This design comes from an exercise in tuning for small area on the open sky130 flow, not from production work. In this exercise RTL edits were held to simulation tests only and were not proved equivalent to the original. Power figures rest on the tool's default switching activity, not on a simulated workload. The clock port is modelled as an ideal driver; clocking choices that lean on that would not hold on a real chip.

--- flow/run.sh ---
#!/bin/bash
# synth_recipe.tcl (not shown) runs the flow's synth.tcl, then flattens the netlist and writes it again
# the make line also repeats each setting of config.mk as NAME=value (left out here)
make -C /OpenROAD-flow-scripts/flow DESIGN_CONFIG=/design/flow/config.mk WORK_HOME=/design/flow/orfs CLKGATE_MAP_FILE= SYNTH_SCRIPT=/design/flow/synth_recipe.tcl finish
--- flow/config.mk ---
export PLATFORM = sky130hd
export DESIGN_NAME = pulse_timing_top
export DESIGN_NICKNAME = pulse_timing_top
export VERILOG_FILES = /design/flow/design.v
export SDC_FILE = /design/flow/constraint.sdc
export NUM_CORES = 4
export LEC_CHECK = 0
export CAP_MARGIN = 20
export CORE_MARGIN = 2
export CORE_UTILIZATION = 40
export CTS_CLUSTER_DIAMETER = 100
export CTS_CLUSTER_SIZE = 30
export SLEW_MARGIN = 20
--- flow/constraint.sdc ---
create_clock -name core_clock -period 6.0 [get_ports {clk_pll}]
set_input_delay 1.2000 -clock core_clock [delete_from_list [all_inputs] [get_ports {clk_pll}]]
set_output_delay 1.2000 -clock core_clock [all_outputs]
set_load 0.01 [all_outputs]
--- flow/design.v ---
package pulse_pkg;
   typedef struct packed {
      logic [31:0] period;
      logic [31:0] sync_up;
      logic [31:0] p1width;
      logic [31:0] p2start;
      logic [31:0] att_down;
      logic [31:0] delay;
      logic [31:0] offres_delay;
      logic [6:0]  pp_pump;
      logic [6:0]  pp_probe;
      logic [6:0]  post_att;
      logic        double_pulse;
      logic        pump_on;
   } pulse_timing_t;
   typedef struct packed {
      logic [3:0]  addr;
      logic [31:0] data;
   } host_wr_t;
   typedef struct packed {
      logic        sync_on;
      logic        pulse_on;
      logic [6:0]  att1;
      logic [6:0]  att3;
      logic        record_start;
      logic        frame_start;
   } pulse_out_t;
endpackage
`timescale 1ns/1ps
module timing_loader
(
   input  logic          clk_pll,
   input  logic          resetn,
   input  logic          host_valid,
   input  pulse_pkg::host_wr_t      host_wr,
   output logic          host_ready,
   output logic          commit,
   output pulse_pkg::pulse_timing_t shadow,
   input  logic [2:0]    used
);
   logic        wr_acc;
   logic [31:0] wdata;
   logic [7:0]  fld_en;
   assign host_ready = (used != 3'(4));
   assign wr_acc     = host_valid && host_ready;
   assign commit     = wr_acc && (host_wr.addr == 4'd8);
   assign wdata = resetn ? 32'd0 : host_wr.data;
   always_comb begin
      for (int k = 0; k < 8; k++)
         fld_en[k] = resetn || (wr_acc && (host_wr.addr == 4'(k)));
   end
   always_ff @(posedge clk_pll) begin
      if (fld_en[4'd0])   shadow.period       <= wdata;
      if (fld_en[4'd1])  shadow.sync_up      <= wdata;
      if (fld_en[4'd2])  shadow.p1width      <= wdata;
      if (fld_en[4'd3])  shadow.p2start      <= wdata;
      if (fld_en[4'd4]) shadow.att_down     <= wdata;
      if (fld_en[4'd5])    shadow.delay        <= wdata;
      if (fld_en[4'd6])   shadow.offres_delay <= wdata;
      if (fld_en[4'd7]) begin
         shadow.pp_pump      <= wdata[0 +: 7];
         shadow.pp_probe     <= wdata[7 +: 7];
         shadow.post_att     <= wdata[14 +: 7];
         shadow.double_pulse <= wdata[21];
         shadow.pump_on      <= wdata[22];
      end
   end
endmodule
`timescale 1ns/1ps
module timing_fifo #(
   parameter int  WIDTH     = 1
) (
   input  logic     clk_pll,
   input  logic     resetn,
   input  logic     commit,
   input  logic [WIDTH-1:0] wdata,
   output logic     avail,
   output logic [WIDTH-1:0] mem0,
   output logic [WIDTH-1:0] mem1,
   output logic [WIDTH-1:0] mem2,
   output logic [WIDTH-1:0] mem3,
   output logic [3:0] rd_oh,
   input  logic     pop,
   output logic [2:0] used
);
   logic [WIDTH-1:0] mem [4];
   logic [1:0] wr_ptr;
   logic [2:0] count;
   logic       push;
   logic       credit_return;
   assign avail = (count != 3'd0);
   assign mem0  = mem[0];
   assign mem1  = mem[1];
   assign mem2  = mem[2];
   assign mem3  = mem[3];
   assign used  = count + 3'(push) + 3'(credit_return);
   always_ff @(posedge clk_pll) begin
      if (commit) mem[wr_ptr] <= wdata;
   end
   always_ff @(posedge clk_pll) begin
      if (resetn) begin
         wr_ptr        <= '0;
         rd_oh         <= 4'b0001;
         count         <= '0;
         push          <= 1'b0;
         credit_return <= 1'b0;
      end else begin
         if (commit) wr_ptr <= wr_ptr + 2'd1;
         if (pop)    rd_oh  <= {rd_oh[2:0], rd_oh[3]};
         count         <= count + 3'(push) - 3'(pop);
         push          <= commit;
         credit_return <= pop;
      end
   end
endmodule
`timescale 1ns/1ps
module pulse_sequencer
(
   input  logic          clk_pll,
   input  logic          resetn,
   input  logic          avail,
   input  logic [3:0]    rd_oh,
   input  pulse_pkg::pulse_timing_t mem0,
   input  pulse_pkg::pulse_timing_t mem1,
   input  pulse_pkg::pulse_timing_t mem2,
   input  pulse_pkg::pulse_timing_t mem3,
   output logic          pop,
   input  logic          pump,
   output pulse_pkg::pulse_out_t    pulse
);
   function automatic logic lt32(input logic [31:0] a, input logic [31:0] b,
                                 input logic le);
      logic l;
      l = le;
      for (int i = 0; i < 32; i++)
         l = (~a[i] & b[i]) | (~a[i] & l) | (b[i] & l);
      lt32 = l;
   endfunction
   function automatic logic eq_sum(input logic [31:0] x, input logic [31:0] a,
                                   input logic [31:0] b);
      logic [31:0] t;
      logic ok;
      t  = a ^ b ^ x;
      ok = !t[0];
      for (int i = 1; i < 32; i++)
         ok = ok & (t[i] == ((a[i-1] & b[i-1]) | (t[i-1] & (a[i-1] ^ b[i-1]))));
      eq_sum = ok;
   endfunction
   function automatic logic carry32(input logic [31:0] a, input logic [31:0] b);
      logic k;
      k = 1'b0;
      for (int i = 0; i < 32; i++)
         k = (a[i] & b[i]) | (a[i] & k) | (b[i] & k);
      carry32 = k;
   endfunction
   localparam logic [31:0] A3_OFS = 32'd0 - 32'(30);
   pulse_pkg::pulse_timing_t cur;
   logic          armed;
   logic [31:0]   counter;
   logic          at_zero;
   logic          frame_end;
   logic          restart;
   logic          offres_win;
   logic          lt_p1_q, lt_ad_q, lt_a3_q, ge_rb_q, gt_od_q, win_q;
   logic          lt_p1, le_p1, lt_p2, lt_su, gt_ad, lt_ad, lt_a3, gt_od, ge_rb;
   logic          win_open;
   pulse_pkg::pulse_out_t    pulse_nxt;
   assign frame_end = armed && (counter == cur.period);
   assign restart   = !armed || frame_end;
   assign pop       = avail && restart;
   assign lt_su = lt32(counter, cur.sync_up, 1'b0);
   assign lt_p1 = lt32(counter, cur.p1width, 1'b0);
   assign le_p1 = (at_zero || lt_p1_q) && !(&cur.p1width);
   assign lt_p2 = lt32(counter, cur.p2start, 1'b0);
   assign gt_ad = !at_zero && !lt_ad_q;
   assign lt_ad = lt32(counter, cur.att_down, 1'b0);
   assign gt_od = lt32(cur.offres_delay, counter, 1'b0);
   assign lt_a3 = at_zero ? (cur.sync_up != 32'(30))
                          : (lt_a3_q && !eq_sum(counter, cur.sync_up, A3_OFS));
   assign ge_rb = at_zero ? eq_sum(32'd0, cur.sync_up, cur.delay)
                          : (ge_rb_q || eq_sum(counter, cur.sync_up, cur.delay));
   assign win_open = cur.double_pulse && (cur.p1width[31:1] != '0) &&
                     !carry32(cur.offres_delay, cur.p1width);
   assign offres_win = gt_od && (gt_od_q ? (win_q && !eq_sum(counter, cur.offres_delay, cur.p1width))
                                         : win_open);
   always_comb begin
      pulse_nxt = '0;
      if (armed) begin
         pulse_nxt.sync_on = lt_su;
         if (lt_p1)      pulse_nxt.pulse_on = pump;
         else if (lt_p2) pulse_nxt.pulse_on = 1'b0;
         else if (lt_su) pulse_nxt.pulse_on = 1'b1;
         else            pulse_nxt.pulse_on = offres_win && !cur.pump_on;
         pulse_nxt.att1 = (le_p1 || gt_ad) ? cur.pp_pump : cur.pp_probe;
         pulse_nxt.att3 = (lt_a3 || gt_ad) ? cur.post_att : 7'd0;
         pulse_nxt.record_start = ge_rb && lt_ad;
         pulse_nxt.frame_start  = at_zero;
      end
   end
   always_ff @(posedge clk_pll) begin
      if (resetn) begin
         armed   <= 1'b0;
         counter <= '0;
         at_zero <= 1'b1;
         lt_p1_q <= 1'b0;
         lt_ad_q <= 1'b0;
         lt_a3_q <= 1'b0;
         ge_rb_q <= 1'b0;
         gt_od_q <= 1'b0;
         win_q   <= 1'b0;
         pulse   <= '0;
      end else begin
         pulse <= pulse_nxt;
         lt_p1_q <= lt_p1;
         lt_ad_q <= lt_ad;
         lt_a3_q <= lt_a3;
         ge_rb_q <= ge_rb;
         gt_od_q <= gt_od;
         win_q   <= offres_win;
         if (pop) armed <= 1'b1;
         at_zero <= restart;
         if (restart) counter <= '0;
         else         counter <= counter + 32'd1;
      end
   end
   logic [3:0] take;
   assign take = rd_oh & {4{pop}};
   always_ff @(posedge clk_pll) begin
      cur <= (mem0 & {$bits(cur){take[0]}}) | (mem1 & {$bits(cur){take[1]}}) |
             (mem2 & {$bits(cur){take[2]}}) | (mem3 & {$bits(cur){take[3]}}) |
             (cur  & {$bits(cur){!pop}});
   end
endmodule
`timescale 1ns/1ps
module pulse_timing_top
(
   input  logic       clk_pll,
   input  logic       resetn,
   input  logic       host_valid,
   input  logic [35:0] host_wr,
   output logic       host_ready,
   input  logic       pump,
   output logic [17:0] pulse
);
   logic          commit;
   pulse_pkg::pulse_timing_t shadow;
   logic [2:0]    used;
   logic          avail;
   pulse_pkg::pulse_timing_t mem0, mem1, mem2, mem3;
   logic [3:0]    rd_oh;
   logic          pop;
   timing_loader i_loader (
      .clk_pll    (clk_pll),
      .resetn     (resetn),
      .host_valid (host_valid),
      .host_wr    (host_wr),
      .host_ready (host_ready),
      .commit     (commit),
      .shadow     (shadow),
      .used       (used)
   );
   timing_fifo #(
      .WIDTH ($bits(shadow))
   ) i_fifo (
      .clk_pll (clk_pll),
      .resetn  (resetn),
      .commit  (commit),
      .wdata   (shadow),
      .avail   (avail),
      .mem0    (mem0),
      .mem1    (mem1),
      .mem2    (mem2),
      .mem3    (mem3),
      .rd_oh   (rd_oh),
      .pop     (pop),
      .used    (used)
   );
   pulse_sequencer i_seq (
      .clk_pll (clk_pll),
      .resetn  (resetn),
      .avail   (avail),
      .mem0    (mem0),
      .mem1    (mem1),
      .mem2    (mem2),
      .mem3    (mem3),
      .rd_oh   (rd_oh),
      .pop     (pop),
      .pump    (pump),
      .pulse   (pulse)
   );
endmodule
==> flow_metrics.tcl, run 1 <==
set metrics [dict create \
    status "timing/DRC/antenna clean" \
    path_clk_slew_ns 0.11 \
    die-area_um2 152700 \
    syn_area_um2 59840 \
    clock_skew_ns 0.06329 \
    internal_power_mw 18.08 \
    wl_per_cell_um 28.48 \
    cp_max_fo 11 \
    viasPerCell 5.854 \
    cts_resized 0 \
    crit_path_end_kind "register" \
    cp-start-kind "register" \
    port_buffers 58 \
    cap_violations 0 \
    r2r_start "i_seq.counter[9]" \
    gr-total-overflow 0 \
    wl_um 165400 \
    crit_type "reg -> reg" \
    cts.htree.levels 2 \
    cp.arrival_ns 5.05 \
    power-per-cell-area_nw_per_um2 438.3 \
    period_minus_slack_ns 4.448 \
    leakagePower_nw 21.40 \
    min_path_type "reg -> reg" \
    async_reset_ff_frac 0 \
    drc_errors 0 \
    clockBufferDepth 3 \
    syn_inst 3842 \
    post-synth-top-count-cell "edfxtp_1" \
    ys_ff_latch 1551 \
    hold_depth 1 \
    cts_sinks 1551 \
    final.setup.tns_ns 0 \
    p_comb_frac 0.296 \
    cts_buffers 61 \
    reg2regPathDepth 10 \
    power.share.sequential 0.516 \
    rsz0062_at_grt "false" \
    timing.slew.headroom 0.2036 \
    path_cells "clkinv_1 > a222oi_1 > nand4_1 > o21bai_1 > a221oi_1 > nor3_1 > maj3_1 > maj3_1 > a221oi_2 > nor4b_1" \
    routabilityCongestion 1.008 \
    fmax_mhz 224.8 \
    slowest_stage "a222oi_1" \
    p_sw_frac 0.3632 \
    finalCritPeriodShare 0.7413 \
    core_um2 148200 \
    seq_area_um2 43420 \
    cts_hold_buffers 0 \
    clk_latency_ns 0.76 \
    cts_tree "yes" \
    ioPinCount 59 \
    power_switching_mw 10.31 \
    first_iter_violations 3512 \
    grt_max_degree 187 \
    multi_input_area_um2 15160 \
    path_depth 10 \
    hp-start "i_fifo.mem[3][90]" \
    std_cell_rows 141 \
    slew_viol_final 0 \
    die_h_um 390.8 \
    stdcell_count 5808 \
    syn_avg_cell_area_um2 15.58 \
    nets 4064 \
    start_util 0.4038 \
    grt_pass1_vias 32890 \
    critPathMostFrequentCell "maj3_1" \
    critPathMaxStageDelay_ns 0.77 \
    ant_nets 0 \
    critPathRequiredTime_ns 6.60 \
    critical_path_buf_inv_count 1 \
    setup_viol 0 \
    ys_top_cells_by_count "edfxtp_1 (1235), dfxtp_1 (316), a221o_1 (250)" \
    synth-main-ff-cell "edfxtp_1" \
    hold_end "i_seq.cur[90]" \
    synth_cell_types 75 \
    synth_top_area_share 0.6197 \
    grt_first_pass_wirelength_um 238300 \
    dp_cells 5692 \
    n_antenna_cell 0 \
    ys_top_cells_by_area "edfxtp_1 (62%), dfxtp_1 (11%), a221o_1 (4.2%)" \
    rrSetupSlack_ns 1.55 \
    tightest_slew_ns 1.195 \
    die_w_um 390.8 \
    grt_usage 0.2131 \
    cts-root-buf "clkbuf_16" \
    r2r_end "i_seq.pulse[1]" \
    final-hold-violation-count 0 \
    fill_cells 13120 \
    dp_hpwl_um 107300 \
    synth-seq-area-share 0.7255 \
    cp_top_family "compound AO/OA/AOI/OAI gates" \
    synth_warnings 3 \
    antenna_found_initial 4 \
    synth-edff-count 1235 \
    syn_to_final_growth_pct 8.238 \
    drive_gt1_frac 0.05080 \
    dr.pass1.iters 7 \
    cp-startpoint "i_seq.counter[9]" \
    cts_setup_buffers 0 \
    ir_worst_vdd_uv 316.0 \
    pwr-share-clk 0.188 \
    yosysTopAreaCell "edfxtp_1" \
    vias 34000 \
]
==> power groups by stage <==
stage | logic, mW | registers [mW] | clock network [mW]
2_1_floorplan | 5.62 | 13.7 | 0
3_3_place_gp | 8.13 | 14.9 | 0
3_5_place_dp | 8.24 | 14.9 | 0
4_1_cts | 8.29 | 14.7 | 5.46
5_1_grt | 9.06 | 14.8 | 5.79
6_report | 8.40 | 14.7 | 5.33
==> layout by cell type (no fill, tap or decap), types with 62 or more instances in the layout <==
cell and count:
xnor2_1 141, a221oi_1 99, nand2_1 207, nor2_1 101, a221o_1 250, edfxtp_1 1235, fa_1 62, ha_1 137
dfxtp_1 314, a21oi_1 128, inv_1 116, a22oi_1 159, o21ai_0 191
==> worst max path at each step <==
stage | to | slack, ns
after CTS | i_seq.pulse[1] | 1.65
after global routing | i_seq.pulse[16] | 1.35
after floorplan | i_fifo.mem[0][0] | 0.51
after detailed placement | i_seq.pulse[1] | 1.71
after global placement | i_seq.pulse[16] | 1.71
final | i_seq.pulse[1] | 1.55
==> sequential cells by signal, summed over array words and instances, names as in the netlist <==
name,cells
i_seq.counter,32
i_seq.at_zero,1
i_fifo.credit_return,1
i_seq.gt_od_q,1
i_seq.pulse,18
i_seq.armed,1
i_fifo.rd_oh,4
i_fifo.push,1
i_seq.lt_p1_q,1
i_seq.ge_rb_q,1
i_seq.cur,247
i_seq.lt_a3_q,1
i_seq.lt_ad_q,1
i_fifo.mem,988
i_fifo.count,3
i_loader.shadow,247
i_seq.win_q,1
i_fifo.wr_ptr,2
==> final cells by class <==
type,count,share of cell area
Clock buffer,105,0.02627
Clock inverter,11,0.003458
Inverter,138,0.008075
Multi-Input combinational cell,1952,0.2341
Sequential cell,1551,0.6704
Tap cell,1930,0.03728
Timing Repair Buffer,121,0.02044
==> logic make-up (layout without fill, tap and decap cells) <==
logic type / after synthesis / in the layout / share of synthesized area
simple gates: 568 / 568 / 0.04619
xor+xnor: 188 / 188 / 0.02752
fa+ha+maj: 237 / 237 / 0.05587
buf+inv: 339 / 375 / 0.02271
compound gates: 951 / 951 / 0.1209
mux: 8 / 8 / 0.001338
flops: 1551 / 1551 / 0.7255
==> stage by stage <==
stage / worst slack [ns] / hold slack (ns) / area [um^2] / util / power (mW)
finish: 1.552 / 0.4675 / 64770 / 0.4371 / 28.39
global route: 1.354 / 0.4843 / 64770 / 0.4371 / 29.61
CTS: 1.654 / 0.4616 / 64760 / 0.4370 / 28.40
detailed placement: 1.712 / 0.4509 / 62840 / 0.4240 / 23.12
global placement: 1.706 / 0.4430 / 62830 / 0.4240 / 23.01
floorplan: 0.5141 / 0.4296 / 59840 / - / 19.35
==> metal layers <==
metal	global-route usage	vias to the layer above	wire length, um
met5	0	-	19
met4	0.05483	2	4344
met3	0.02598	189	10420
met2	0.3397	1211	76990
met1	0.3095	17720	73630
li1	-	14880	-
==> worst reg2reg max path, delay by kind of cell (launching register included) <==
| kind | cells | cell delay [ns] |
|---|---|---|
| and+or+nand+nor | 3 | 0.47 |
| AOI/OAI and AO/OA | 4 | 2.00 |
| adders and majority gates | 2 | 0.82 |
| DFF | 1 | 0.54 |
| buffers and inverters | 1 | 0.48 |
==> run 2: changes to the inputs <==
==> flow/flow/run.sh (new file) <==
#!/bin/bash
# The standard layout (standard.sh: the standard flow's synthesis and ORFS steps) with two
# changes: the port buffers are the smallest buffer, and clock tree synthesis
# clusters up to 30 flip-flops per leaf buffer without dummy loads.
# The make output goes to flow_make.log; ORFS keeps each step's log under
# orfs/logs/.
set -euo pipefail
export BUFFER_PORTS_ARGS="-buffer_cell sky130_fd_sc_hd__buf_1"
export CTS_ARGS="-sink_clustering_enable -repair_clock_nets -sink_clustering_size 30 -sink_clustering_max_diameter 100 -dont_use_dummy_load"
bash standard.sh > flow_make.log 2>&1
==> flow/standard.sh (new file) <==
#!/bin/bash
# synth_recipe.tcl (not shown) runs the flow's synth.tcl, then flattens the netlist and writes it again
# the make line also repeats each setting of config.mk as NAME=value (left out here)
make -C /OpenROAD-flow-scripts/flow DESIGN_CONFIG=/design/flow/config.mk WORK_HOME=/design/flow/orfs CLKGATE_MAP_FILE= SYNTH_SCRIPT=/design/flow/synth_recipe.tcl "${@:-finish}"
removed: flow/run.sh
==> flow_metrics.tcl, run 2 <==
set metrics [dict create \
    grt_first_pass_wirelength_um 237200 \
    die-area_um2 152700 \
    critPathRequiredTime_ns 6.54 \
    cp-start-kind "register" \
    drive_gt1_frac 0.05087 \
    grt_usage 0.2134 \
    cts-root-buf "clkbuf_16" \
    rrSetupSlack_ns 1.45 \
    grt_pass1_vias 32630 \
    place_area_um2 62570 \
    cp.arrival_ns 5.10 \
    r2r_start "i_seq.counter[9]" \
    core_um2 148200 \
    ant_nets 0 \
    power-per-cell-area_nw_per_um2 434.9 \
    rsz0062_at_grt "false" \
    clock_skew_ns 0.1057 \
    crit_type "reg -> reg" \
    synth-main-ff-cell "edfxtp_1" \
    grt_max_degree 137 \
    antenna_found_initial 8 \
    setup_viol 0 \
    post-synth-top-count-cell "edfxtp_1" \
    die_w_um 390.8 \
    timing.slew.headroom 0.2485 \
    viasPerCell 5.828 \
    clk_latency_ns 0.75 \
    synth-edff-count 1235 \
    die_h_um 390.8 \
    leakagePower_nw 21.15 \
    wl_per_cell_um 28.68 \
    fin_ws_ns 1.446 \
    gr-total-overflow 0 \
    cts_buffers 61 \
    yosysTopAreaCell "edfxtp_1" \
    cts_resized 0 \
    period_minus_slack_ns 4.554 \
    largestRegisters "i_fifo.mem x988, i_loader.shadow x247, i_seq.cur x247" \
    dp_cells 5702 \
    nets 4074 \
    critPathMostFrequentCell "maj3_1" \
    fmax_mhz 219.6 \
    ys_top_cells_by_count "edfxtp_1 (1235), dfxtp_1 (316), a221o_1 (250)" \
    syn_area_um2 59840 \
    cts_hold_buffers 0 \
    port_buffers 58 \
    place_ws_ns 1.705 \
    final.setup.tns_ns 0 \
    first_iter_violations 3846 \
    hp-start "i_fifo.mem[2][64]" \
    synth-seq-area-share 0.7255 \
    reg2regPathDepth 10 \
    fill_cells 13120 \
    cts_sinks 1551 \
    utilization 0.4326 \
    std_cell_rows 141 \
    path_cells "clkinv_1 > a222oi_1 > nand4_1 > o21bai_1 > a221oi_1 > nor3_1 > maj3_1 > maj3_1 > a221oi_2 > nor4b_1" \
    cp_max_fo 11 \
    async_reset_ff_frac 0 \
    dr.pass1.iters 6 \
    tightest_slew_ns 1.125 \
    final_area_um2 64110 \
    cap_violations 0 \
    synth_warnings 3 \
    ys_ff_latch 1551 \
    ys_top_cells_by_area "edfxtp_1 (62%), dfxtp_1 (11%), a221o_1 (4.2%)" \
    syn_inst 3842 \
    ioPinCount 59 \
    syn_avg_cell_area_um2 15.58 \
    cts.htree.levels 2 \
    stdcell_count 5766 \
    most-common-layout-cells "edfxtp_1 (1235), dfxtp_1 (314), a221o_1 (250)" \
    r2r_end "i_seq.pulse[1]" \
    layout_commonest_cell "edfxtp_1" \
    crit_path_end_kind "register" \
    drc_errors 0 \
    ir_worst_vdd_uv 346.1 \
    cts_tree "yes" \
    wl_um 165400 \
    syn_to_final_growth_pct 7.132 \
    largest_register_ff_count 988 \
    slowest_stage "a222oi_1" \
    final-hold-violation-count 0 \
    vias 33610 \
    routabilityCongestion 0.9753 \
    min_path_type "reg -> reg" \
    start_util 0.4038 \
    largest-register "i_fifo.mem" \
    cts_setup_buffers 0 \
    crit_path_end "i_seq.pulse[1]" \
    clockBufferDepth 3 \
    path_clk_slew_ns 0.10 \
    finalCritPeriodShare 0.7590 \
    critPathMaxStageDelay_ns 0.78 \
    dp_hpwl_um 108000 \
    cp-startpoint "i_seq.counter[9]" \
    synth_top_area_share 0.6197 \
    status "timing/DRC/antenna clean" \
    slew_viol_final 0 \
    synth_cell_types 75 \
]
run 2: cell types whose count changed in the layout (fill, tap and decap cells not counted), moves of 3 or more:
cell / change
inv_16: -3
clkinv_16: -3
clkdlybuf4s50_1: -57
diode_2: +3
clkbuf_1: -43
clkinv_8: -4
buf_4: +9
buf_1: +57
run 2: layout make-up:
type	instances	area, um^2	area share
clock buffers	61	1526	0.02381
repair buffers	131	1055	0.01645
multi-input cells	1952	15160	0.2365
inverters	138	523.0	0.008158
flip-flops and latches	1551	43420	0.6773
well taps	1930	2415	0.03767
diodes	3	7.507	0.0001171
run 2: logic make-up (layout without fill, tap and decap cells):
kind of cell,after synthesis,count (layout),share of synthesized area
AND/OR/NAND/NOR,568,568,0.04619
AO/OA/AOI/OAI,951,951,0.1209
XOR/XNOR,188,188,0.02752
adder cells (fa/ha/maj),237,237,0.05587
multiplexers,8,8,0.001338
flip-flops,1551,1551,0.7255
buffers and inverters,339,330,0.02271
other,0,3,0
run 2: how the worst min path moves through the flow:
stage,slack [ns],endpoint,depth (start not counted)
after global placement,0.44,i_fifo.rd_oh[2],2
after CTS,0.42,i_seq.cur[64],1
after detailed placement,0.44,i_seq.pulse[7],1
final,0.43,i_seq.cur[64],1
after global routing,0.45,i_seq.cur[26],1
after floorplan,0.43,i_seq.pulse[2],1
run 2: stage by stage:
stage | total power [mW] | hold WS (ns)
after floorplan | 19.35 | 0.4296
after global placement | 23.06 | 0.4435
after detailed placement | 23.12 | 0.4430
after CTS | 27.92 | 0.4219
after global routing | 29.10 | 0.4497
final | 27.88 | 0.4301
run 2: power by group:
group | internal, mW | switching, mW | total (mW)
logic | 3.29 | 5.07 | 8.36
registers | 12.7 | 1.92 | 14.6
clock network | 1.82 | 3.06 | 4.88
run 2: per-layer routing:
metal,wire [um],up-vias,track usage
met5,0,-,0
met3,10120,185,0.02565
met2,78680,1121,0.3467
li1,-,14860,-
met4,4788,0,0.05707
met1,71790,17440,0.3036
run 2: worst max-delay path, delay by kind of cell (launching register included):
kind / cells / cell delay [ns]
buffers and inverters: 1 / 0.47
AOI/OAI and AO/OA: 4 / 2.03
DFF: 1 / 0.53
and+or+nand+nor: 3 / 0.47
adders and majority gates: 2 / 0.83
==> run 3: changes to the inputs <==
--- a/flow/design.v
+++ b/flow/design.v
@@ -129,12 +129,4 @@
    output pulse_pkg::pulse_out_t    pulse
 );
-   function automatic logic lt32(input logic [31:0] a, input logic [31:0] b,
-                                 input logic le);
-      logic l;
-      l = le;
-      for (int i = 0; i < 32; i++)
-         l = (~a[i] & b[i]) | (~a[i] & l) | (b[i] & l);
-      lt32 = l;
-   endfunction
    function automatic logic eq_sum(input logic [31:0] x, input logic [31:0] a,
                                    input logic [31:0] b);
@@ -147,11 +139,4 @@
       eq_sum = ok;
    endfunction
-   function automatic logic carry32(input logic [31:0] a, input logic [31:0] b);
-      logic k;
-      k = 1'b0;
-      for (int i = 0; i < 32; i++)
-         k = (a[i] & b[i]) | (a[i] & k) | (b[i] & k);
-      carry32 = k;
-   endfunction
    localparam logic [31:0] A3_OFS = 32'd0 - 32'(30);
    pulse_pkg::pulse_timing_t cur;
@@ -162,26 +147,23 @@
    logic          restart;
    logic          offres_win;
-   logic          lt_p1_q, lt_ad_q, lt_a3_q, ge_rb_q, gt_od_q, win_q;
-   logic          lt_p1, le_p1, lt_p2, lt_su, gt_ad, lt_ad, lt_a3, gt_od, ge_rb;
-   logic          win_open;
+   logic          lt_su, lt_p1, lt_p2, lt_ad, lt_a3, lt_oe, ge_rb, gt_od;
+   logic          lt_su_q, lt_p1_q, lt_p2_q, lt_ad_q, lt_a3_q, lt_oe_q, ge_rb_q;
+   logic          gt_od_q, eq_od_q;
+   logic          le_p1, gt_ad;
    pulse_pkg::pulse_out_t    pulse_nxt;
    assign frame_end = armed && (counter == cur.period);
    assign restart   = !armed || frame_end;
    assign pop       = avail && restart;
-   assign lt_su = lt32(counter, cur.sync_up, 1'b0);
-   assign lt_p1 = lt32(counter, cur.p1width, 1'b0);
+   assign lt_su = (at_zero || lt_su_q) && (counter != cur.sync_up);
+   assign lt_p1 = (at_zero || lt_p1_q) && (counter != cur.p1width);
+   assign lt_p2 = (at_zero || lt_p2_q) && (counter != cur.p2start);
+   assign lt_ad = (at_zero || lt_ad_q) && (counter != cur.att_down);
+   assign lt_a3 = (at_zero || lt_a3_q) && !eq_sum(counter, cur.sync_up, A3_OFS);
+   assign lt_oe = (at_zero || lt_oe_q) && !eq_sum(counter, cur.offres_delay, cur.p1width);
+   assign ge_rb = (!at_zero && ge_rb_q) || eq_sum(counter, cur.sync_up, cur.delay);
+   assign gt_od = !at_zero && (gt_od_q || eq_od_q);
    assign le_p1 = (at_zero || lt_p1_q) && !(&cur.p1width);
-   assign lt_p2 = lt32(counter, cur.p2start, 1'b0);
    assign gt_ad = !at_zero && !lt_ad_q;
-   assign lt_ad = lt32(counter, cur.att_down, 1'b0);
-   assign gt_od = lt32(cur.offres_delay, counter, 1'b0);
-   assign lt_a3 = at_zero ? (cur.sync_up != 32'(30))
-                          : (lt_a3_q && !eq_sum(counter, cur.sync_up, A3_OFS));
-   assign ge_rb = at_zero ? eq_sum(32'd0, cur.sync_up, cur.delay)
-                          : (ge_rb_q || eq_sum(counter, cur.sync_up, cur.delay));
-   assign win_open = cur.double_pulse && (cur.p1width[31:1] != '0) &&
-                     !carry32(cur.offres_delay, cur.p1width);
-   assign offres_win = gt_od && (gt_od_q ? (win_q && !eq_sum(counter, cur.offres_delay, cur.p1width))
-                                         : win_open);
+   assign offres_win = cur.double_pulse && gt_od && lt_oe;
    always_comb begin
       pulse_nxt = '0;
@@ -199,23 +181,22 @@
    end
    always_ff @(posedge clk_pll) begin
+      lt_su_q <= lt_su;
+      lt_p1_q <= lt_p1;
+      lt_p2_q <= lt_p2;
+      lt_ad_q <= lt_ad;
+      lt_a3_q <= lt_a3;
+      lt_oe_q <= lt_oe;
+      ge_rb_q <= ge_rb;
+      gt_od_q <= gt_od;
+      eq_od_q <= (counter == cur.offres_delay);
+   end
+   always_ff @(posedge clk_pll) begin
       if (resetn) begin
          armed   <= 1'b0;
          counter <= '0;
          at_zero <= 1'b1;
-         lt_p1_q <= 1'b0;
-         lt_ad_q <= 1'b0;
-         lt_a3_q <= 1'b0;
-         ge_rb_q <= 1'b0;
-         gt_od_q <= 1'b0;
-         win_q   <= 1'b0;
          pulse   <= '0;
       end else begin
          pulse <= pulse_nxt;
-         lt_p1_q <= lt_p1;
-         lt_ad_q <= lt_ad;
-         lt_a3_q <= lt_a3;
-         ge_rb_q <= ge_rb;
-         gt_od_q <= gt_od;
-         win_q   <= offres_win;
          if (pop) armed <= 1'b1;
          at_zero <= restart;
==> flow_metrics.tcl, run 3 <==
set metrics [dict create \
    status "timing/DRC/antenna clean" \
    fmax_mhz 232.7 \
    cts_resized 0 \
    ant_nets 0 \
    ys_top_cells_by_area "edfxtp_1 (64%), dfxtp_1 (11%), a22oi_1 (5.7%)" \
    core_um2 144000 \
    most-common-layout-cells "edfxtp_1 (1235), a22oi_1 (440), dfxtp_1 (315)" \
    tightest_slew_ns 1.190 \
    ys_top_cells_by_count "edfxtp_1 (1235), a22oi_1 (440), dfxtp_1 (319)" \
    cts_buffers 59 \
    cts_hold_buffers 0 \
    cp-start-kind "register" \
    path_clk_slew_ns 0.11 \
    die_w_um 385.2 \
    first_iter_violations 3237 \
    synth_cell_types 52 \
    grt_pass1_vias 28450 \
    cp_max_fo 50 \
    ioPinCount 59 \
    post-synth-top-count-cell "edfxtp_1" \
    largest_register_ff_count 988 \
    routabilityCongestion 1.007 \
    cts-root-buf "clkbuf_16" \
    min_path_type "reg -> reg" \
    largest-register "i_fifo.mem" \
    utilization 0.4315 \
    dp_hpwl_um 93820 \
    period_minus_slack_ns 4.298 \
    grt_first_pass_wirelength_um 209100 \
    finalCritPeriodShare 0.7163 \
    ir_worst_vdd_uv 329.4 \
    power-per-cell-area_nw_per_um2 417.5 \
    hold_slack_ns 0.4591 \
    critPathRequiredTime_ns 6.33 \
    cts_setup_buffers 0 \
    cts_sinks 1554 \
    drive_gt1_frac 0.04817 \
    wl_um 147700 \
    syn_inst 3472 \
    cap_violations 0 \
    nets 3613 \
    dr.pass1.iters 5 \
    timing.slew.headroom 0.1995 \
    synth_warnings 3 \
    final-hold-violation-count 0 \
    final.setup.tns_ns 0 \
    setup_viol 0 \
    crit_path_end_kind "register" \
    clock_skew_ns 0.1054 \
    hp-start "i_seq.lt_oe_q" \
    die-area_um2 148400 \
    std_cell_rows 139 \
    cts.htree.levels 2 \
    layout_commonest_cell "edfxtp_1" \
    yosysTopAreaCell "edfxtp_1" \
    syn_area_um2 58120 \
    crit_type "reg -> reg" \
    synth_top_area_share 0.6381 \
    synth-main-ff-cell "edfxtp_1" \
    async_reset_ff_frac 0 \
    cp-startpoint "i_fifo.count[0]" \
    gr-total-overflow 0 \
    drc_errors 0 \
    start_util 0.4036 \
    place_area_um2 60650 \
    cp.arrival_ns 4.63 \
    die_h_um 385.2 \
    final_area_um2 62130 \
    syn_to_final_growth_pct 6.904 \
    antenna_found_initial 17 \
    synth-seq-area-share 0.7479 \
    clockBufferDepth 3 \
    viasPerCell 5.493 \
    wl_per_cell_um 27.49 \
    clk_latency_ns 0.75 \
    syn_avg_cell_area_um2 16.74 \
    largestRegisters "i_fifo.mem x988, i_loader.shadow x247, i_seq.cur x247" \
    grt_max_degree 161 \
    ys_ff_latch 1554 \
    cts_tree "yes" \
    leakagePower_nw 20.40 \
    grt_usage 0.1964 \
    synth-edff-count 1235 \
    port_buffers 58 \
    slew_viol_final 0 \
    vias 29510 \
    r2r_start "i_fifo.count[0]" \
    rsz0062_at_grt "false" \
]
run 3: final cells by class:
| class | instances | area [um^2] |
|---|---|---|
| Fill cell | 12820 | 81870 |
| Tap cell | 1903 | 2381 |
| Antenna cell | 2 | 5.005 |
| Inverter | 65 | 244.0 |
| Multi-Input combinational cell | 1669 | 13630 |
| Clock buffer | 59 | 1476 |
| Sequential cell | 1554 | 43490 |
| Timing Repair Buffer | 120 | 913.4 |
run 3: critical path, cell delays in order, from the launching register on:
cell and delay (ns):
dfxtp_1 0.34, ha_1 0.31, ha_1 0.20, ha_1 0.19
xnor3_1 0.35, or3_1 0.15, nand3b_1 0.26, nor4b_2 0.78
and2_4 0.86, buf_12 0.37
run 3: power breakdown:
group | switching (mW) | total, mW | internal, mW
Sequential | 1.55 | 14.4 | 12.8
Combinational | 4.05 | 6.79 | 2.75
Clock | 3.03 | 4.80 | 1.77
run 3: final timing paths:
kind	to	slack (ns)	cells after the start
max	i_fifo.mem[2][179]	1.70	9
min	i_seq.lt_oe_q	0.46	1
max reg2reg	i_fifo.mem[2][179]	1.70	9
min reg2reg	i_seq.lt_oe_q	0.46	1
run 3: metal layers:
layer | track usage | part of all wire | vias up
met1 | 0.2877 | 0.44 | 15310
met2 | 0.3076 | 0.46 | 961
met3 | 0.03195 | 0.070 | 143
met4 | 0.04482 | 0.021 | 4
li1 | - | - | 13090
met5 | 0 | 0.00018 | -
run 3: logic make-up after synthesis:
family,count (synthesis),synth area share
buffers and inverters,249,0.01942
multiplexers,255,0.04865
flip-flops,1554,0.7479
adder cells (fa/ha/maj),104,0.03040
AO/OA/AOI/OAI,530,0.06887
AND/OR/NAND/NOR,494,0.04140
XOR/XNOR,286,0.04333
run 3: stage by stage:
stage	power (mW)	setup slack, ns	instances
final	25.94	1.702	5372
after global routing	27.00	1.506	5371
after CTS	26.06	1.657	5370
after detailed placement	21.34	1.757	5311
after global placement	21.29	1.778	5310
after floorplan	18.31	0.3171	3472
==> run 4: changes to the inputs <==
==> flow/run.sh (new file) <==
#!/bin/bash
# synth_recipe.tcl (not shown) runs the flow's synth.tcl, then flattens the netlist and writes it again
# the make line also repeats each setting of config.mk as NAME=value (left out here)
make -C /OpenROAD-flow-scripts/flow DESIGN_CONFIG=/design/flow/config.mk WORK_HOME=/design/flow/orfs CLKGATE_MAP_FILE= SYNTH_SCRIPT=/design/flow/synth_recipe.tcl finish
removed: flow/flow/run.sh
removed: flow/standard.sh
==> flow_metrics.tcl, run 4 <==
set metrics [dict create \
    syn_area_um2 58120 \
    largestRegisters "i_fifo.mem x988, i_loader.shadow x247, i_seq.cur x247" \
    top_layer_used "met4" \
    timing.slew.headroom 0.2217 \
    cts_sinks 1554 \
    core_um2 144000 \
    clock_skew_ns 0.05932 \
    layout_commonest_cell "edfxtp_1" \
    cts_tree "yes" \
    grt_first_pass_wirelength_um 210400 \
    hp-start "i_seq.lt_oe_q" \
    ys_top_cells_by_count "edfxtp_1 (1235), a22oi_1 (440), dfxtp_1 (319)" \
    fill_cells 12640 \
    met1_length_um 67560 \
    viasPerCell 5.469 \
    setup_viol 0 \
    cp-startpoint "i_fifo.count[0]" \
    rrSetupSlack_ns 1.76 \
    ioPinCount 59 \
    first_iter_violations 3296 \
    syn_avg_cell_area_um2 16.74 \
    crit_path_end_kind "register" \
    path_clk_slew_ns 0.11 \
    std_cell_rows 139 \
    status "timing/DRC/antenna clean" \
    largest_register_ff_count 988 \
    most-common-layout-cells "edfxtp_1 (1235), a22oi_1 (440), dfxtp_1 (315)" \
    critPathRequiredTime_ns 6.37 \
    grt_pass1_vias 28760 \
    cp_max_fo 55 \
    dr_wl_met3_um 9606 \
    cts_hold_buffers 0 \
    multi_input_area_um2 13660 \
    cts-root-buf "clkbuf_16" \
    synth-seq-area-share 0.7479 \
    ys_top_cells_by_area "edfxtp_1 (64%), dfxtp_1 (11%), a22oi_1 (5.7%)" \
    cts_setup_buffers 0 \
    grt_max_degree 144 \
    met2_length_um 69320 \
    synth-main-ff-cell "edfxtp_1" \
    vias 29640 \
    r2r_end "i_fifo.mem[3][147]" \
    min_path_type "reg -> reg" \
    ir_worst_vdd_uv 394.8 \
    port_buffers 58 \
    cap_violations 0 \
    crit_type "reg -> reg" \
    finalCritPeriodShare 0.7060 \
    die_h_um 385.2 \
    power.total_mw 26.27 \
    async_reset_ff_frac 0 \
    start_util 0.4036 \
    drc_errors 0 \
    synth_top_area_share 0.6381 \
    cts_resized 0 \
    antenna_found_initial 23 \
    dr.pass1.iters 5 \
    post-synth-top-count-cell "edfxtp_1" \
    cts_buffers 58 \
    synth_warnings 3 \
    dp_hpwl_um 94460 \
    ys_ff_latch 1554 \
    clockBufferDepth 3 \
    period_minus_slack_ns 4.236 \
    gr-total-overflow 0 \
    synth_cell_types 52 \
    die-area_um2 148400 \
    cts.htree.levels 2 \
    tightest_slew_ns 1.164 \
    leakagePower_nw 20.63 \
    syn_to_final_growth_pct 7.948 \
    fmax_mhz 236.1 \
    reg2regPathDepth 9 \
    slew_viol_final 0 \
    ant_nets 0 \
    final-hold-violation-count 0 \
    synth-edff-count 1235 \
    drive_gt1_frac 0.04953 \
    grt_usage 0.1980 \
    rsz0062_at_grt "false" \
    syn_inst 3472 \
    wl_per_cell_um 27.52 \
    die_w_um 385.2 \
    cp.arrival_ns 4.61 \
    r2r_start "i_fifo.count[0]" \
    nets 3609 \
    crit_path_end "i_fifo.mem[3][147]" \
    wl_um 149200 \
    yosysTopAreaCell "edfxtp_1" \
    seq_area_um2 43490 \
    routabilityCongestion 0.9692 \
    cp-start-kind "register" \
    final.setup.tns_ns 0 \
    clk_latency_ns 0.75 \
    power-per-cell-area_nw_per_um2 418.7 \
    largest-register "i_fifo.mem" \
]
==> run 4: through the flow <==
stage / worst slack, ns / instances / hold slack (ns) / util / area (um^2)
6_report: 1.764 / 5419 / 0.4724 / 0.4357 / 62740
5_1_grt: 1.609 / 5417 / 0.4828 / 0.4357 / 62740
4_1_cts: 1.761 / 5416 / 0.4669 / 0.4356 / 62730
3_5_place_dp: 1.666 / 5308 / 0.4390 / 0.4237 / 61010
3_3_place_gp: 1.670 / 5308 / 0.4364 / 0.4235 / 60990
2_1_floorplan: 0.3171 / 3472 / 0.4206 / - / 58130
==> run 4: area by class of cell <==
cell class / instances / share of cell area
Sequential cell: 1554 / 0.6931
Clock inverter: 7 / 0.001675
Tap cell: 1903 / 0.03795
Clock buffer: 101 / 0.02571
Multi-Input combinational cell: 1669 / 0.2177
Antenna cell: 3 / 0.0001197
Inverter: 65 / 0.003889
Timing Repair Buffer: 117 / 0.01982
==> run 4: how the worst min path moves through the flow <==
| stage | slack (ns) | to | depth (start not counted) |
|---|---|---|---|
| after floorplan | 0.42 | i_seq.lt_oe_q | 1 |
| after global placement | 0.44 | i_seq.lt_oe_q | 1 |
| after detailed placement | 0.44 | i_seq.lt_oe_q | 1 |
| after CTS | 0.47 | i_seq.lt_oe_q | 1 |
| after global routing | 0.48 | i_seq.lt_oe_q | 1 |
| final | 0.47 | i_seq.lt_oe_q | 1 |
==> run 4: power by group <==
| group | total [mW] | switching, mW | internal, mW | leakage, nW |
|---|---|---|---|---|
| combinational | 6.91 | 4.12 | 2.79 | 5.68 |
| sequential | 14.3 | 1.47 | 12.8 | 14.1 |
| clock | 5.09 | 3.16 | 1.92 | 0.818 |
==> run 4: critical path: stages, from the launching register on <==
cell	delay, ns
dfxtp_1	0.35
ha_1	0.30
ha_1	0.19
ha_1	0.19
xnor3_1	0.34
or3_1	0.16
nand3b_1	0.27
nor4b_2	0.75
and2_4	0.81
buf_12	0.39
==> run 4: metal layers <==
layer  global-route usage  up-vias
met5                    0        -
met2               0.3112      902
li1                     -    13160
met1               0.2921    15460
met3              0.03011      119
met4              0.04107        0
==> run 4: cell families after synthesis <==
logic type	count (synthesis)	share of synthesized area
AND/OR/NAND/NOR	494	0.04140
AO/OA/AOI/OAI	530	0.06887
flip-flops	1554	0.7479
multiplexers	255	0.04865
XOR/XNOR	286	0.04333
buffers and inverters	249	0.01942
adder cells (fa/ha/maj)	104	0.03040
==> run 5: changes to the inputs <==
--- a/flow/design.v
+++ b/flow/design.v
@@ -75,5 +75,6 @@
    input  logic     commit,
    input  logic [WIDTH-1:0] wdata,
-   output logic     avail,
+   input  logic     wdata_pz,
+   output logic     avail_next,
    output logic [WIDTH-1:0] mem0,
    output logic [WIDTH-1:0] mem1,
@@ -81,4 +82,6 @@
    output logic [WIDTH-1:0] mem3,
    output logic [3:0] rd_oh,
+   output logic [3:0] rd_oh_next,
+   output logic     head_pz,
    input  logic     pop,
    output logic [2:0] used
@@ -87,7 +90,12 @@
    logic [1:0] wr_ptr;
    logic [2:0] count;
+   logic [2:0] count_next;
+   logic [3:0] pz;
    logic       push;
    logic       credit_return;
-   assign avail = (count != 3'd0);
+   assign count_next = resetn ? 3'd0 : count + 3'(push) - 3'(pop);
+   assign avail_next = (count_next != 3'd0);
+   assign rd_oh_next = resetn ? 4'b0001 : pop ? {rd_oh[2:0], rd_oh[3]} : rd_oh;
+   assign head_pz    = |(pz & rd_oh);
    assign mem0  = mem[0];
    assign mem1  = mem[1];
@@ -96,17 +104,18 @@
    assign used  = count + 3'(push) + 3'(credit_return);
    always_ff @(posedge clk_pll) begin
-      if (commit) mem[wr_ptr] <= wdata;
-   end
-   always_ff @(posedge clk_pll) begin
+      if (commit) begin
+         mem[wr_ptr] <= wdata;
+         pz[wr_ptr]  <= wdata_pz;
+      end
+   end
+   always_ff @(posedge clk_pll) begin
+      rd_oh <= rd_oh_next;
+      count <= count_next;
       if (resetn) begin
          wr_ptr        <= '0;
-         rd_oh         <= 4'b0001;
-         count         <= '0;
          push          <= 1'b0;
          credit_return <= 1'b0;
       end else begin
          if (commit) wr_ptr <= wr_ptr + 2'd1;
-         if (pop)    rd_oh  <= {rd_oh[2:0], rd_oh[3]};
-         count         <= count + 3'(push) - 3'(pop);
          push          <= commit;
          credit_return <= pop;
@@ -119,6 +128,7 @@
    input  logic          clk_pll,
    input  logic          resetn,
-   input  logic          avail,
-   input  logic [3:0]    rd_oh,
+   input  logic          avail_next,
+   input  logic [3:0]    rd_oh_next,
+   input  logic          head_pz,
    input  pulse_pkg::pulse_timing_t mem0,
    input  pulse_pkg::pulse_timing_t mem1,
@@ -144,6 +154,11 @@
    logic [31:0]   counter;
    logic          at_zero;
-   logic          frame_end;
    logic          restart;
+   logic          armed_next;
+   logic          fe_next, fe_q;
+   logic          pop_next;
+   logic [31:0]   counter_inc;
+   logic [3:0]    take;
+   logic          hold;
    logic          offres_win;
    logic          lt_su, lt_p1, lt_p2, lt_ad, lt_a3, lt_oe, ge_rb, gt_od;
@@ -152,7 +167,10 @@
    logic          le_p1, gt_ad;
    pulse_pkg::pulse_out_t    pulse_nxt;
-   assign frame_end = armed && (counter == cur.period);
-   assign restart   = !armed || frame_end;
-   assign pop       = avail && restart;
+   assign restart     = !armed || fe_q;
+   assign counter_inc = counter + 32'd1;
+   assign armed_next  = !resetn && (armed || pop);
+   assign fe_next     = armed_next && (restart ? (pop ? head_pz : (cur.period == 32'd0))
+                                               : (counter_inc == cur.period));
+   assign pop_next    = avail_next && (!armed_next || fe_next);
    assign lt_su = (at_zero || lt_su_q) && (counter != cur.sync_up);
    assign lt_p1 = (at_zero || lt_p1_q) && (counter != cur.p1width);
@@ -202,13 +220,17 @@
          at_zero <= restart;
          if (restart) counter <= '0;
-         else         counter <= counter + 32'd1;
-      end
-   end
-   logic [3:0] take;
-   assign take = rd_oh & {4{pop}};
+         else         counter <= counter_inc;
+      end
+   end
+   always_ff @(posedge clk_pll) begin
+      fe_q <= fe_next;
+      pop  <= pop_next;
+      take <= rd_oh_next & {4{pop_next}};
+      hold <= !pop_next;
+   end
    always_ff @(posedge clk_pll) begin
       cur <= (mem0 & {$bits(cur){take[0]}}) | (mem1 & {$bits(cur){take[1]}}) |
              (mem2 & {$bits(cur){take[2]}}) | (mem3 & {$bits(cur){take[3]}}) |
-             (cur  & {$bits(cur){!pop}});
+             (cur  & {$bits(cur){hold}});
    end
 endmodule
@@ -227,5 +249,7 @@
    pulse_pkg::pulse_timing_t shadow;
    logic [2:0]    used;
-   logic          avail;
+   logic          avail_next;
+   logic          head_pz;
+   logic [3:0]    rd_oh_next;
    pulse_pkg::pulse_timing_t mem0, mem1, mem2, mem3;
    logic [3:0]    rd_oh;
@@ -248,5 +272,6 @@
       .commit  (commit),
       .wdata   (shadow),
-      .avail   (avail),
+      .wdata_pz (shadow.period == 32'd0),
+      .avail_next (avail_next),
       .mem0    (mem0),
       .mem1    (mem1),
@@ -254,4 +279,6 @@
       .mem3    (mem3),
       .rd_oh   (rd_oh),
+      .rd_oh_next (rd_oh_next),
+      .head_pz (head_pz),
       .pop     (pop),
       .used    (used)
@@ -260,10 +287,11 @@
       .clk_pll (clk_pll),
       .resetn  (resetn),
-      .avail   (avail),
+      .avail_next (avail_next),
+      .rd_oh_next (rd_oh_next),
+      .head_pz (head_pz),
       .mem0    (mem0),
       .mem1    (mem1),
       .mem2    (mem2),
       .mem3    (mem3),
-      .rd_oh   (rd_oh),
       .pop     (pop),
       .pump    (pump),
==> flow_metrics.tcl, run 5 <==
set metrics [dict create \
    setup_viol 0 \
    synth-main-ff-cell "edfxtp_1" \
    cts_setup_buffers 0 \
    tightest_slew_ns 1.194 \
    start_util 0.4034 \
    power.total_mw 25.52 \
    clockBufferDepth 3 \
    place_area_um2 60080 \
    grt_pass1_vias 30070 \
    power-per-cell-area_nw_per_um2 410.4 \
    first_iter_violations 4154 \
    antenna_found_initial 13 \
    nets 3559 \
    cts_resized 0 \
    wl_per_cell_um 28.60 \
    ys_ff_latch 1565 \
    cp.arrival_ns 2.90 \
    dp_hpwl_um 96530 \
    largestRegisters "i_fifo.mem x988, i_loader.shadow x247, i_seq.cur x247" \
    status "timing/DRC/antenna clean" \
    synth_warnings 3 \
    drive_gt1_frac 0.05511 \
    syn_area_um2 57110 \
    final-hold-violation-count 0 \
    ioPinCount 59 \
    slew_viol_final 0 \
    grt_first_pass_wirelength_um 218700 \
    synth_top_area_share 0.6514 \
    critPathRequiredTime_ns 4.80 \
    synth_cell_types 66 \
    crit_type "reg -> out" \
    layout_commonest_cell "edfxtp_1" \
    ys_top_cells_by_area "edfxtp_1 (65%), dfxtp_1 (11%), a222oi_1 (4.3%)" \
    std_cell_rows 138 \
    period_minus_slack_ns 4.095 \
    largest_register_ff_count 988 \
    cts_buffers 66 \
    min_path_type "reg -> reg" \
    ant_nets 0 \
    cp-start-kind "register" \
    cp_max_fo 3 \
    cts.htree.levels 3 \
    cts-root-buf "clkbuf_16" \
    viasPerCell 5.815 \
    core_um2 141600 \
    path_clk_slew_ns 0.11 \
    die-area_um2 145800 \
    post-synth-top-count-cell "edfxtp_1" \
    place_ws_ns 1.679 \
    die_h_um 381.9 \
    drc_errors 0 \
    dr.pass1.iters 9 \
    fin_ws_ns 1.905 \
    clock_skew_ns 0.05619 \
    gr-total-overflow 0 \
    final.setup.tns_ns 0 \
    rsz0062_at_grt "false" \
    ir_worst_vdd_uv 277.8 \
    grt_usage 0.2053 \
    syn_avg_cell_area_um2 16.73 \
    crit_path_end_kind "primary output" \
    final_area_um2 62170 \
    wl_um 153200 \
    async_reset_ff_frac 0 \
    grt_max_degree 153 \
    most-common-layout-cells "edfxtp_1 (1239), dfxtp_1 (321), nand2_1 (286)" \
    routabilityCongestion 0.9898 \
    synth-seq-area-share 0.7657 \
    cts_hold_buffers 0 \
    finalCritPeriodShare 0.6825 \
    die_w_um 381.9 \
    cts_sinks 1565 \
    largest-register "i_fifo.mem" \
    port_buffers 58 \
    hold_slack_ns 0.4489 \
    fill_cells 12520 \
    clk_latency_ns 0.70 \
    cap_violations 0 \
    yosysTopAreaCell "edfxtp_1" \
    synth-edff-count 1239 \
    vias 31160 \
    cts_tree "yes" \
    fmax_mhz 244.2 \
    leakagePower_nw 20.34 \
    syn_to_final_growth_pct 8.859 \
    ys_top_cells_by_count "edfxtp_1 (1239), dfxtp_1 (326), nand2_1 (286)" \
    syn_inst 3414 \
    timing.slew.headroom 0.2039 \
]
==> run 5: cell types whose count changed after synthesis, sizes merged, moves of 30 or more <==
cell,before,now
a222oi,0,247
a22oi,440,249
buf,69,39
clkbuf,115,145
mux2,220,1
nand2,230,286
==> run 5: cell type report <==
class                      instances  area, um^2  share of cell area
clock inverter                    14       247.7            0.003985
sequential                      1565       43750              0.7037
multi-input combinational       1594       12430              0.2000
tap                             1890        2365             0.03803
clock buffer                     106        1844             0.02966
antenna                            2       5.005          0.00008050
inverter                          71       266.5            0.004286
timing repair buffer             116        1261             0.02028
==> run 5: logic make-up (layout without fill, tap and decap cells) <==
group,after synthesis,count (layout),synth area share
adder cells (fa/ha/maj),105,105,0.03115
buffers and inverters,255,307,0.01829
AO/OA/AOI/OAI,565,565,0.08467
flip-flops,1565,1565,0.7657
XOR/XNOR,282,282,0.04397
multiplexers,13,13,0.002300
AND/OR/NAND/NOR,629,629,0.05393
other,0,2,0
==> run 5: metrics by stage <==
step,util,cells
6_report,0.4391,5358
5_1_grt,0.4391,5356
4_1_cts,0.4391,5356
3_5_place_dp,0.4243,5236
3_3_place_gp,0.4242,5236
2_1_floorplan,-,3414
==> run 5: worst paths after layout <==
kind                 startpoint                end  slack (ns)  depth (start not counted)
max                 i_fifo.push         host_ready        1.90                          6
min          i_fifo.mem[2][139]     i_seq.cur[139]        0.45                          2
max reg2reg         i_fifo.push  i_fifo.mem[0][58]        1.96                         10
min reg2reg  i_fifo.mem[2][139]     i_seq.cur[139]        0.45                          2
==> run 5: power by group <==
part           internal (mW)  switching [mW]  leakage (nW)
Clock                   2.24            3.35         0.991
Sequential              12.8            1.92          14.2
Combinational           2.17            3.02          5.12
==> run 5: worst max-delay path: stages, from the launching register on <==
cell	delay (ns)
dfxtp_1	0.32
ha_1	0.31
ha_1	0.19
ha_1	0.21
xnor3_1	0.31
or3_1	0.36
clkdlybuf4s50_1	0.50
==> run 5: per-layer routing <==
layer | GRT usage | routed length (um) | vias up | part of all wire
met1 | 0.2962 | 65960 | 16280 | 0.43
met4 | 0.04673 | 3259 | 8 | 0.021
met3 | 0.02447 | 10700 | 162 | 0.070
met2 | 0.3336 | 73240 | 1321 | 0.48
li1 | - | - | 13380 | -
met5 | 0 | 56 | - | 0.00037
==> run 6: changes to the inputs <==
==> flow/flow/run.sh (new file) <==
#!/bin/bash
# The standard layout (standard.sh: the standard flow's synthesis and ORFS steps) with two
# changes: the port buffers are the smallest buffer, and clock tree synthesis
# clusters up to 30 flip-flops per leaf buffer without dummy loads.
# The make output goes to flow_make.log; ORFS keeps each step's log under
# orfs/logs/.
set -euo pipefail
export BUFFER_PORTS_ARGS="-buffer_cell sky130_fd_sc_hd__buf_1"
export CTS_ARGS="-sink_clustering_enable -repair_clock_nets -sink_clustering_size 30 -sink_clustering_max_diameter 100 -dont_use_dummy_load"
bash standard.sh > flow_make.log 2>&1
==> flow/standard.sh (new file) <==
#!/bin/bash
# synth_recipe.tcl (not shown) runs the flow's synth.tcl, then flattens the netlist and writes it again
# the make line also repeats each setting of config.mk as NAME=value (left out here)
make -C /OpenROAD-flow-scripts/flow DESIGN_CONFIG=/design/flow/config.mk WORK_HOME=/design/flow/orfs CLKGATE_MAP_FILE= SYNTH_SCRIPT=/design/flow/synth_recipe.tcl "${@:-finish}"
removed: flow/run.sh
==> flow_metrics.tcl, run 6 <==
set metrics [dict create \
    status "timing/DRC/antenna clean" \
    ys_top_cells_by_area "edfxtp_1 (65%), dfxtp_1 (11%), a222oi_1 (4.3%)" \
    cp_top_family "simple AND/OR/NAND/NOR gates" \
    cts.htree.levels 2 \
    gr-total-overflow 0 \
    power-per-cell-area_nw_per_um2 405.8 \
    clockBufferDepth 3 \
    clk_latency_ns 0.74 \
    syn_inst 3414 \
    ioPinCount 59 \
    cts_hold_buffers 0 \
    cts-root-buf "clkbuf_16" \
    die_h_um 381.9 \
    drive_gt1_frac 0.05018 \
    synth_cell_types 66 \
    wl_per_cell_um 29.23 \
    rsz0062_at_grt "false" \
    syn_avg_cell_area_um2 16.73 \
    hp-start "i_fifo.mem[1][93]" \
    path_cells "ha_1 > ha_1 > ha_1 > xnor3_1 > or3_1 > and3b_1 > nor2b_1 > and3b_1 > and2_4 > buf_4" \
    cts_tree "yes" \
    synth_warnings 3 \
    grt_usage 0.2081 \
    cts_buffers 60 \
    cts_resized 0 \
    ys_ff_latch 1565 \
    stdcell_count 5303 \
    port_buffers 58 \
    final.setup.tns_ns 0 \
    dp_hpwl_um 99110 \
    ir_worst_vdd_uv 327.7 \
    first_iter_violations 4123 \
    synth-edff-count 1239 \
    slowest_stage "and2_4" \
    nets 3555 \
    core_um2 141600 \
    cp-start-kind "register" \
    synth-seq-area-share 0.7657 \
    post-synth-top-count-cell "edfxtp_1" \
    vias 30770 \
    crit_type "reg -> reg" \
    async_reset_ff_frac 0 \
    crit_path_end_kind "register" \
    tightest_slew_ns 1.437 \
    clock_skew_ns 0.1256 \
    layout_commonest_cell "edfxtp_1" \
    timing.slew.headroom 0.04175 \
    viasPerCell 5.802 \
    largestRegisters "i_fifo.mem x988, i_loader.shadow x247, i_seq.cur x247" \
    cp-startpoint "i_fifo.push" \
    finalCritPeriodShare 0.6805 \
    dr.pass1.iters 7 \
    critPathMaxStageDelay_ns 0.85 \
    setup_viol 0 \
    grt_max_degree 156 \
    critPathMostFrequentCell "ha_1" \
    r2r_start "i_fifo.push" \
    die_w_um 381.9 \
    ant_nets 0 \
    syn_area_um2 57110 \
    cts_sinks 1565 \
    yosysTopAreaCell "edfxtp_1" \
    cp_max_fo 45 \
    drc_errors 0 \
    critical_path_buf_inv_count 1 \
    most-common-layout-cells "edfxtp_1 (1239), dfxtp_1 (321), nand2_1 (286)" \
    critPathRequiredTime_ns 6.30 \
    syn_to_final_growth_pct 7.207 \
    dp_cells 5238 \
    path_clk_slew_ns 0.11 \
    grt_pass1_vias 29640 \
    slew_viol_final 0 \
    largest_register_ff_count 988 \
    period_minus_slack_ns 4.083 \
    die-area_um2 145800 \
    cts_setup_buffers 0 \
    leakagePower_nw 19.94 \
    final-hold-violation-count 0 \
    largest-register "i_fifo.mem" \
    routabilityCongestion 0.9945 \
    synth_top_area_share 0.6514 \
    cap_violations 0 \
    grt_first_pass_wirelength_um 219800 \
    min_path_type "reg -> reg" \
    wl_um 155000 \
    cp.arrival_ns 4.39 \
    antenna_found_initial 11 \
    ys_top_cells_by_count "edfxtp_1 (1239), dfxtp_1 (326), nand2_1 (286)" \
    synth-main-ff-cell "edfxtp_1" \
    std_cell_rows 138 \
    start_util 0.4034 \
    fmax_mhz 244.9 \
]
run 6: cell counts after synthesis:
No cell type changed its count.
run 6: cell families after synthesis:
logic type,after synthesis,share of synthesized area
fa+ha+maj,105,0.03115
compound gates,565,0.08467
xor+xnor,282,0.04397
mux,13,0.002300
simple gates,629,0.05393
buf+inv,255,0.01829
flops,1565,0.7657
run 6: layout make-up:
class / instances / area (um^2)
clock buffers: 60 / 1501
diodes: 5 / 12.51
repair buffers: 118 / 907.1
flip-flops and latches: 1565 / 43750
fillers: 12530 / 80350
inverters: 71 / 266.5
multi-input cells: 1594 / 12430
well taps: 1890 / 2365
run 6: path summary, 6_finish.rpt:
kind,slack [ns],cells past startpoint,end
min,0.41,2,i_seq.cur[93]
max,1.92,10,i_fifo.mem[0][153]
min reg2reg,0.41,2,i_seq.cur[93]
max reg2reg,1.92,10,i_fifo.mem[0][153]
run 6: stage by stage:
stage	total power, mW	hold WS (ns)	utilization	instance area [um^2]	worst slack (ns)
floorplan	17.33	0.4296	-	57120	0.2081
global placement	20.16	0.4346	0.4217	59710	1.968
detailed placement	20.21	0.4394	0.4217	59710	1.969
CTS	24.93	0.4071	0.4323	61210	1.897
global route	25.80	0.4607	0.4324	61220	1.668
finish	24.85	0.4086	0.4325	61230	1.917
run 6: per-layer routing:
layer,vias to the layer above,wire [um],GRT usage
met5,-,0,0
li1,13320,-,-
met3,200,12170,0.02974
met2,1355,72510,0.3316
met4,0,4909,0.05986
met1,15890,65420,0.2975
run 6: power by group:
part / internal, mW / switching, mW
registers: 12.8 / 1.93
logic: 2.15 / 3.13
clock network: 1.79 / 3.03
total: 16.8 / 8.09
run 6: worst min-delay path: cells and delay by family (launching register included):
family	cells	cell delay, ns
DFF	1	0.33
AOI/OAI and AO/OA	1	0.08
and+or+nand+nor	1	0.07
==> run 7: changes to the inputs <==
--- a/flow/design.v
+++ b/flow/design.v
@@ -11,6 +11,5 @@
       logic [6:0]  pp_probe;
       logic [6:0]  post_att;
-      logic        double_pulse;
-      logic        pump_on;
+      logic        offres_on;
    } pulse_timing_t;
    typedef struct packed {
@@ -62,6 +61,5 @@
          shadow.pp_probe     <= wdata[7 +: 7];
          shadow.post_att     <= wdata[14 +: 7];
-         shadow.double_pulse <= wdata[21];
-         shadow.pump_on      <= wdata[22];
+         shadow.offres_on    <= wdata[21] && !wdata[22];
       end
    end
@@ -183,5 +181,5 @@
    assign le_p1 = (at_zero || lt_p1_q) && !(&cur.p1width);
    assign gt_ad = !at_zero && !lt_ad_q;
-   assign offres_win = cur.double_pulse && gt_od && lt_oe;
+   assign offres_win = cur.offres_on && gt_od && lt_oe;
    always_comb begin
       pulse_nxt = '0;
@@ -191,5 +189,5 @@
          else if (lt_p2) pulse_nxt.pulse_on = 1'b0;
          else if (lt_su) pulse_nxt.pulse_on = 1'b1;
-         else            pulse_nxt.pulse_on = offres_win && !cur.pump_on;
+         else            pulse_nxt.pulse_on = offres_win;
          pulse_nxt.att1 = (le_p1 || gt_ad) ? cur.pp_pump : cur.pp_probe;
          pulse_nxt.att3 = (lt_a3 || gt_ad) ? cur.post_att : 7'd0;
==> flow/flow/run.sh (replaced) <==
#!/bin/bash
# The standard layout (standard.sh: the standard flow's synthesis and ORFS steps) with
# three changes: the port buffers are the smallest buffer; floorplan removes
# synthesis buffers instead of sizing gates up against unbuffered nets; clock
# tree synthesis clusters up to 30 flip-flops per leaf buffer without dummy
# loads. The make output goes to flow_make.log; ORFS keeps each step's log
# under orfs/logs/.
set -euo pipefail
export BUFFER_PORTS_ARGS="-buffer_cell sky130_fd_sc_hd__buf_1"
export REMOVE_ABC_BUFFERS=1
export CTS_ARGS="-sink_clustering_enable -repair_clock_nets -sink_clustering_size 30 -sink_clustering_max_diameter 100 -dont_use_dummy_load"
bash standard.sh > flow_make.log 2>&1
==> flow_metrics.tcl, run 7 <==
set metrics [dict create \
    status "timing/DRC/antenna clean" \
    std_cell_rows 138 \
    grt_usage 0.2074 \
    layout_commonest_cell "edfxtp_1" \
    cts.htree.levels 2 \
    synth-seq-area-share 0.7669 \
    syn_to_final_growth_pct 7.247 \
    synth_warnings 3 \
    rsz0062_at_grt "false" \
    setup_viol 0 \
    cp-startpoint "i_fifo.count[0]" \
    path_cells "ha_1 > ha_1 > ha_1 > xnor2_1 > or3_1 > nand2_1 > nor3_1 > and3b_1 > and2_4 > buf_12" \
    wl_um 153000 \
    cap_violations 0 \
    dp_hpwl_um 99090 \
    critPathRequiredTime_ns 6.33 \
    critPathMostFrequentCell "ha_1" \
    r2r_start "i_fifo.count[0]" \
    fill_cells 12590 \
    grt_first_pass_wirelength_um 219700 \
    grt_max_degree 150 \
    viasPerCell 5.767 \
    yosysTopAreaCell "edfxtp_1" \
    vias 30340 \
    cp_top_family "simple AND/OR/NAND/NOR gates" \
    clk_latency_ns 0.72 \
    leakagePower_nw 19.84 \
    cts_buffers 60 \
    cts_sinks 1559 \
    nets 3516 \
    fmax_mhz 243.9 \
    synth_top_area_share 0.6524 \
    fin_ws_ns 1.900 \
    drc_errors 0 \
    die_w_um 380.8 \
    rrSetupSlack_ns 1.90 \
    power-per-cell-area_nw_per_um2 405.4 \
    crit_path_end "i_fifo.mem[2][90]" \
    clockBufferDepth 3 \
    final-hold-violation-count 0 \
    min_path_type "reg -> reg" \
    synth-main-ff-cell "edfxtp_1" \
    crit_type "reg -> reg" \
    syn_area_um2 56800 \
    async_reset_ff_frac 0 \
    synth_cell_types 67 \
    reg2regPathDepth 10 \
    cts_setup_buffers 0 \
    finalCritPeriodShare 0.6833 \
    path_depth 10 \
    cts_tree "yes" \
    ys_ff_latch 1559 \
    cts_resized 0 \
    synth-edff-count 1234 \
    syn_avg_cell_area_um2 16.84 \
    largestRegisters "i_fifo.mem x984, i_loader.shadow x246, i_seq.cur x246" \
    critPathMaxStageDelay_ns 0.84 \
    utilization 0.4313 \
    ant_nets 0 \
    ioPinCount 59 \
    grt_pass1_vias 29650 \
    dr.pass1.iters 8 \
    dp_cells 5199 \
    cp.arrival_ns 4.43 \
    largest_register_ff_count 984 \
    period_minus_slack_ns 4.100 \
    tightest_slew_ns 1.167 \
    stdcell_count 5261 \
    cp_max_fo 55 \
    start_util 0.4022 \
    slowest_stage "and2_4" \
]
[run 7: cell count changes after synthesis, sizes merged, moves of 5 or more]
| cell | delta |
|---|---|
| nor2 | -7 |
| xor2 | -32 |
| a21oi | +10 |
| xnor2 | +21 |
| edfxtp | -5 |
| o31ai | -5 |
| nand2 | -17 |
| nor3 | -5 |
| a31oi | +6 |
[run 7: where the power goes]
part / leakage [nW] / switching, mW / internal, mW
Sequential: 14.2 / 1.95 / 12.8
Clock: 0.739 / 3.00 / 1.79
Combinational: 4.93 / 2.98 / 2.21
[run 7: worst min path at each step]
stage                        from             end  cells after the start
3_3_place_gp   i_fifo.mem[3][217]  i_seq.cur[217]                      2
4_1_cts         i_fifo.mem[2][98]   i_seq.cur[98]                      2
5_1_grt          i_fifo.mem[3][8]    i_seq.cur[8]                      2
3_5_place_dp   i_fifo.mem[3][160]  i_seq.cur[160]                      2
2_1_floorplan        i_seq.cur[1]    i_seq.cur[1]                      2
6_report       i_fifo.mem[2][152]  i_seq.cur[152]                      2
[run 7: worst min-delay path, stage by stage, from the launching register on]
cell and delay (ns):
edfxtp_1 0.32, a22oi_1 0.06, nand2_1 0.06
[run 7: routing by layer]
layer,global-route usage,share of wire
met3,0.02240,0.060
met5,0,0
met2,0.3389,0.48
met1,0.2944,0.43
met4,0.05870,0.030
[run 7: metrics by stage]
step / TNS [ns] / power, mW / instance area, um^2
3_3_place_gp: 0 / 20.07 / 59390
3_5_place_dp: 0 / 20.12 / 59410
2_1_floorplan: -2194.52 / 17.34 / 56040
5_1_grt: 0 / 25.69 / 60910
6_report: 0 / 24.70 / 60920
4_1_cts: 0 / 24.83 / 60910
[run 7: cell type report]
type / count / area (um^2) / area share
inverter: 72 / 270.3 / 0.004436
sequential: 1559 / 43580 / 0.7154
antenna: 2 / 5.005 / 0.00008216
tap: 1890 / 2365 / 0.03882
timing repair buffer: 120 / 934.6 / 0.01534
multi-input combinational: 1558 / 12260 / 0.2013
clock buffer: 60 / 1501 / 0.02465
[run 7: logic make-up (layout without fill, tap and decap cells)]
kind of cell    Yosys count  after routing  share of synthesized area
compound gates          572            572                    0.08569
xor+xnor                275            275                    0.04410
fa+ha+maj               105            105                    0.03132
buf+inv                 256            252                    0.01824
flops                  1559           1559                     0.7669
mux                      12             12                   0.002137
other cells               0              2                          0
simple gates            594            594                    0.05159

==> static timing again, ports no longer ideal <==
The flow's constraints put no driver on any port. The routed layouts listed below were extracted and timed again, unchanged, in two steps.
Step 1: set_driving_cell puts a clkbuf_16 on clk_pll and a buf_2 on each other input, an assumption about the parent block.
Step 2 times the ports against the registers' clock, not the clock port: input delays grow and output delays shrink by t, the midpoint of the rising clock arrivals with the driver on.
a / b / c = ideal / step 1 / step 2; a / b = the first two.
| run | shift t [ns] | slack for setup (ns) |
|---|---|---|
| run 1 | 0.807 | 1.552 / 1.552 / 1.552 |
| run 2 | 0.778 | 1.446 / 1.446 / 1.446 |
| run 3 | 0.774 | 1.702 / 1.702 / 1.702 |
| run 4 | 0.800 | 1.764 / 1.731 / 1.601 |
| run 5 | 0.752 | 1.905 / 1.831 / 1.701 |
| run 6 | 0.752 | 1.917 / 1.917 / 1.917 |
| run 7 | 0.772 | 1.900 / 1.900 / 1.900 |
After both steps every run listed still meets setup and hold.
